What follows belongs to an exercise in optimizing a design on an open flow for small area, a short achievable clock period and few clock cycles; a production flow would make more cautious choices. Where RTL was checked, it was by simulation tests only, not by an equivalence proof against the original. Power is estimated from default activity; no workload was simulated.

==> module conv_top, before the edit <==
module conv_top (
   input  wire logic clk,
   input  wire logic reset,
   input  wire logic cyc,
   input  wire logic stb,
   input  wire logic we,
   input  wire conv_pkg::wb_adr_t adr,
   input  wire conv_pkg::wb_data_t dat_w,
   output wire logic ack,
   output wire conv_pkg::wb_data_t dat_r
);
   logic [7:0] image [16];
   logic [7:0] kernel [9];
   logic [19:0] result [4];
   logic [19:0] acc [4];
   logic run;               
   logic [3:0] rdy;         
   logic done_flag;         
   logic slow_pend;         
   logic [7:0] rd_q;        
   logic req;
   logic is_img;
   logic is_ker;
   logic is_res;
   logic is_ctl;
   logic fast_rd;
   logic wr_go;
   logic start;
   assign req = cyc && stb;
   assign is_img = (adr[5:4] == 2'b00);
   assign is_ker = (adr[5:4] == 2'b01) && (adr[3:0] < 4'd9);
   assign is_res = (adr[5:2] == 4'b1000);
   assign is_ctl = (adr == 6'h28);
   assign fast_rd = is_res || is_ctl;
   assign wr_go = req && we && !run;
   assign start = wr_go && is_ctl && dat_w[0];
   assign ack = req && (we ? !run
                           : (fast_rd ? (is_ctl || rdy[adr[1:0]]) : slow_pend));
   logic [19:0] res_sel;
   logic [19:0] fast_data;
   assign res_sel = done_flag ? result[adr[1:0]] : 20'd0;
   assign fast_data = adr[3] ? {18'd0, done_flag, 1'b0} : res_sel;
   assign dat_r = slow_pend ? {24'd0, rd_q} : {12'd0, fast_data};
   always_ff @(posedge clk)
   begin
      if (adr[4])
         rd_q <= is_ker ? kernel[adr[3:0]] : 8'd0;
      else
         rd_q <= (adr[5] == 1'b0) ? image[adr[3:0]] : 8'd0;
   end
   always_ff @(posedge clk)
   begin
      if (reset)
         slow_pend <= 1'b0;
      else
         slow_pend <= req && !we && !fast_rd && !slow_pend;
   end
   logic [7:0] wdata;
   assign wdata = reset ? 8'd0 : dat_w[7:0];
   always_ff @(posedge clk)
   begin
      for (int i = 0; i < 16; i++)
         if (reset || (wr_go && is_img && adr[3:0] == 4'(i)))
            image[i] <= wdata;
      for (int i = 0; i < 9; i++)
         if (reset || (wr_go && adr[5:4] == 2'b01 && adr[3:0] == 4'(i)))
            kernel[i] <= wdata;
   end
   logic [1:0] issued [4];   
   logic [3:0] wdone;        
   logic [3:0] last_pix;     
   logic [3:0] restart;
   logic [1:0] ker_row;
   assign ker_row = (adr[3:0] < 4'd3) ? 2'd0 : (adr[3:0] < 4'd6) ? 2'd1 : 2'd2;
   always_comb
   begin
      for (int w = 0; w < 4; w++)
      begin
         logic [2:0] dr;
         logic [2:0] dc;
         dr = {1'b0, adr[3:2]} - 3'(w / 2);
         dc = {1'b0, adr[1:0]} - 3'(w % 2);
         restart[w] = 1'b0;
         if (wr_go && is_img && dr <= 3'd2 && dc <= 3'd2 && dr[1:0] < issued[w])
            restart[w] = 1'b1;
         if (wr_go && is_ker && ker_row < issued[w])
            restart[w] = 1'b1;
      end
   end
   logic [3:0] cand;
   logic pick_v;
   logic [1:0] pick_w;
   logic [1:0] pick_r;
   always_comb
   begin
      for (int w = 0; w < 4; w++)
      begin
         logic [3:0] need;
         need = {(2'(w / 2) + issued[w]), 2'(w % 2)} + 4'd2;
         cand[w] = (issued[w] != 2'd3) && !restart[w] && (run || last_pix >= need);
      end
      pick_v = |cand;
      pick_w = cand[0] ? 2'd0 : cand[1] ? 2'd1 : cand[2] ? 2'd2 : 2'd3;
      pick_r = issued[pick_w];
   end
   logic s_v;
   logic [1:0] s_w;
   logic [1:0] s_r;
   logic [3:0] s_prow;      
   logic s_wc;              
   logic [2:0] s_krow;      
   always_ff @(posedge clk)
   begin
      s_w <= pick_w;
      s_r <= pick_r;
      s_wc <= pick_w[0];
      s_prow <= 4'b0001 << (2'(pick_w[1]) + pick_r);
      s_krow <= 3'b001 << pick_r;
   end
   logic [7:0] rowpix [4];
   logic [7:0] p0, p1, p2;
   logic [7:0] w0, w1, w2;
   logic [47:0] cs;
   always_comb
   begin
      for (int c = 0; c < 4; c++)
      begin
         rowpix[c] = 8'd0;
         for (int r = 0; r < 4; r++)
            rowpix[c] = rowpix[c] | ({8{s_prow[r]}} & image[r * 4 + c]);
      end
      w0 = 8'd0;
      w1 = 8'd0;
      w2 = 8'd0;
      for (int k = 0; k < 3; k++)
      begin
         w0 = w0 | ({8{s_krow[k]}} & kernel[k * 3 + 0]);
         w1 = w1 | ({8{s_krow[k]}} & kernel[k * 3 + 1]);
         w2 = w2 | ({8{s_krow[k]}} & kernel[k * 3 + 2]);
      end
   end
   assign p0 = s_wc ? rowpix[1] : rowpix[0];
   assign p1 = s_wc ? rowpix[2] : rowpix[1];
   assign p2 = s_wc ? rowpix[3] : rowpix[2];
   conv_mac_pp i_pp (
      .p0(p0), .p1(p1), .p2(p2),
      .w0(w0), .w1(w1), .w2(w2),
      .cs(cs)
   );
   logic m_v;
   logic [1:0] m_w;
   logic [1:0] m_r;
   logic [47:0] m_cs;
   always_ff @(posedge clk)
   begin
      m_w <= s_w;
      m_r <= s_r;
      m_cs <= cs;
   end
   logic [19:0] acc_in;
   logic [19:0] sum;
   assign acc_in = (m_r == 2'd0) ? 20'd0 : acc[m_w];
   conv_mac_acc i_acc (
      .cs(m_cs),
      .acc_in(acc_in),
      .sum(sum)
   );
   always_ff @(posedge clk)
   begin
      for (int w = 0; w < 4; w++)
         if (m_v && m_w == 2'(w))
            acc[w] <= sum;
   end
   logic [3:0] commit;
   assign commit = {4{run}} & wdone & ~rdy;
   always_ff @(posedge clk)
   begin
      for (int w = 0; w < 4; w++)
         if (commit[w])
            result[w] <= acc[w];
   end
   always_ff @(posedge clk)
   begin
      if (reset)
      begin
         s_v <= 1'b0;
         m_v <= 1'b0;
         for (int w = 0; w < 4; w++)
            issued[w] <= 2'd0;
         wdone <= 4'd0;
         last_pix <= 4'd0;
         run <= 1'b0;
         rdy <= 4'b1111;
         done_flag <= 1'b0;
      end
      else
      begin
         s_v <= pick_v;
         m_v <= s_v && !restart[s_w];
         for (int w = 0; w < 4; w++)
         begin
            if (restart[w])
            begin
               issued[w] <= 2'd0;
               wdone[w] <= 1'b0;
            end
            else
            begin
               if (pick_v && pick_w == 2'(w))
                  issued[w] <= issued[w] + 2'd1;
               if (m_v && m_w == 2'(w) && m_r == 2'd2)
                  wdone[w] <= 1'b1;
            end
         end
         if (wr_go && is_img)
            last_pix <= adr[3:0];
         if (start)
         begin
            run <= 1'b1;
            rdy <= 4'b0000;
            done_flag <= 1'b1;
         end
         else if (run)
         begin
            rdy <= rdy | commit;
            if (&rdy)
               run <= 1'b0;
         end
      end
   end
endmodule
clock: 9.0 ns
lec_check: 0
abc_clock_period_in_ps: 4000
cap_margin: 20
core_margin: 2
core_utilization: 40
setup_slack_margin: 4.5
slew_margin: 20
run.sh (not shown) runs the stock make flow with config.mk's settings and CLKGATE_MAP_FILE= SYNTH_SCRIPT=/design/flow/synth_recipe.tcl, a recipe that flattens the netlist after the stock synthesis.
Change:
--- a/flow/design.v
+++ b/flow/design.v
@@ -487,9 +487,8 @@
    logic run;               
    logic [3:0] rdy;         
    logic done_flag;         
    logic slow_pend;         
-   logic [7:0] rd_q;        
    logic req;
    logic is_img;
    logic is_ker;
    logic is_res;
@@ -504,28 +503,29 @@
    assign is_ctl = (adr == 6'h28);
    assign fast_rd = is_res || is_ctl;
    assign wr_go = req && we && !run;
    assign start = wr_go && is_ctl && dat_w[0];
-   assign ack = req && (we ? !run
-                           : (fast_rd ? (is_ctl || rdy[adr[1:0]]) : slow_pend));
+   logic slow_go;
+   logic [3:0] rdy_dec;
+   logic rdy_hit;
    logic [19:0] res_sel;
    logic [19:0] fast_data;
+   logic [7:0] slow_data;
+   logic [4:0] rd_sel;      
+   assign slow_go = req && !we && !fast_rd && !slow_pend;
+   assign rdy_dec = 4'b0001 << adr[1:0];
+   assign rdy_hit = |(rdy & rdy_dec);
+   assign ack = req && ((we && !run)
+                        || (!we && (slow_pend || is_ctl || (is_res && rdy_hit))));
    assign res_sel = done_flag ? result[adr[1:0]] : 20'd0;
    assign fast_data = adr[3] ? {18'd0, done_flag, 1'b0} : res_sel;
-   assign dat_r = slow_pend ? {24'd0, rd_q} : {12'd0, fast_data};
-   always_ff @(posedge clk)
-   begin
-      if (adr[4])
-         rd_q <= is_ker ? kernel[adr[3:0]] : 8'd0;
-      else
-         rd_q <= (adr[5] == 1'b0) ? image[adr[3:0]] : 8'd0;
-   end
+   assign dat_r = slow_pend ? {24'd0, slow_data} : {12'd0, fast_data};
    always_ff @(posedge clk)
    begin
       if (reset)
          slow_pend <= 1'b0;
       else
-         slow_pend <= req && !we && !fast_rd && !slow_pend;
+         slow_pend <= slow_go;
    end
    logic [7:0] wdata;
    assign wdata = reset ? 8'd0 : dat_w[7:0];
    always_ff @(posedge clk)
@@ -569,9 +569,9 @@
          logic [3:0] need;
          need = {(2'(w / 2) + issued[w]), 2'(w % 2)} + 4'd2;
          cand[w] = (issued[w] != 2'd3) && !restart[w] && (run || last_pix >= need);
       end
-      pick_v = |cand;
+      pick_v = |cand && !slow_go;
       pick_w = cand[0] ? 2'd0 : cand[1] ? 2'd1 : cand[2] ? 2'd2 : 2'd3;
       pick_r = issued[pick_w];
    end
    logic s_v;
@@ -579,15 +579,32 @@
    logic [1:0] s_r;
    logic [3:0] s_prow;      
    logic s_wc;              
    logic [2:0] s_krow;      
+   logic [1:0] ker_col;
+   assign ker_col = (adr[3:0] == 4'd0 || adr[3:0] == 4'd3 || adr[3:0] == 4'd6) ? 2'd0
+                    : (adr[3:0] == 4'd1 || adr[3:0] == 4'd4 || adr[3:0] == 4'd7) ? 2'd1 : 2'd2;
    always_ff @(posedge clk)
    begin
       s_w <= pick_w;
       s_r <= pick_r;
-      s_wc <= pick_w[0];
-      s_prow <= 4'b0001 << (2'(pick_w[1]) + pick_r);
-      s_krow <= 3'b001 << pick_r;
+      if (slow_go)
+      begin
+         s_wc <= adr[0];
+         s_prow <= 4'b0001 << adr[3:2];
+         s_krow <= 3'b001 << ker_row;
+         rd_sel <= 5'd0;
+         if (is_img)
+            rd_sel <= adr[1] ? 5'b00010 : 5'b00001;
+         if (is_ker)
+            rd_sel <= 5'b00100 << ker_col;
+      end
+      else
+      begin
+         s_wc <= pick_w[0];
+         s_prow <= 4'b0001 << (2'(pick_w[1]) + pick_r);
+         s_krow <= 3'b001 << pick_r;
+      end
    end
    logic [7:0] rowpix [4];
    logic [7:0] p0, p1, p2;
    logic [7:0] w0, w1, w2;
@@ -612,8 +629,10 @@
    end
    assign p0 = s_wc ? rowpix[1] : rowpix[0];
    assign p1 = s_wc ? rowpix[2] : rowpix[1];
    assign p2 = s_wc ? rowpix[3] : rowpix[2];
+   assign slow_data = ({8{rd_sel[0]}} & p0) | ({8{rd_sel[1]}} & p2) | ({8{rd_sel[2]}} & w0)
+                      | ({8{rd_sel[3]}} & w1) | ({8{rd_sel[4]}} & w2);
    conv_mac_pp i_pp (
       .p0(p0), .p1(p1), .p2(p2),
       .w0(w0), .w1(w1), .w2(w2),
       .cs(cs)
The changed run went through all stages and came out clean. Register-to-register slack improves by 0.04 ns. Global-route usage falls by 1.8 points. Non-clock buffer count falls by 29. Combinational power falls by roughly a tenth. Area after synthesis falls by a few percent. First-iteration DRC count falls by a quarter to a third. Synthesized cell count falls by a few percent. Die area falls by a few percent. Clock skew falls by 0.0090 ns. Via count falls by roughly a tenth.
Testbench counts after the change, summed over its fixed seeds: cycles 2,382.
The RTL of the first run of this note was laid out without a check of its function.

port drivers added, routing unchanged:
The results above use ideal ports. As a check the final layouts listed here were re-extracted and re-timed, cells and wires unchanged.
Step 1: set_driving_cell puts a clkbuf_16 on clk and a buf_2 on each other input, an assumption about the parent block.
Step 2, shift: input delay + t, output delay - t, t = (earliest + latest rising clock arrival at the registers) / 2. This alone moves slack from input paths to output paths.
a / b / c = ideal / step 1 / step 2; a / b = the first two.
| run | t, ns | setup slack, ns | hold slack, ns | slew at the worst register clock pin (ns) |
|---|---|---|---|---|
| the first run | 0.657 | 4.031 / 3.959 / 3.880 | 0.332 / 0.332 / 0.332 | 0.07 / 0.07 |
| the second run | 0.637 | 3.998 / 3.950 / 3.945 | 0.329 / 0.329 / 0.329 | 0.06 / 0.06 |
After both steps setup and hold are still met in every run listed. For the first run, which loses most, drivers alone change the setup slack by -0.072 ns; drivers and shift together by -0.151 ns.
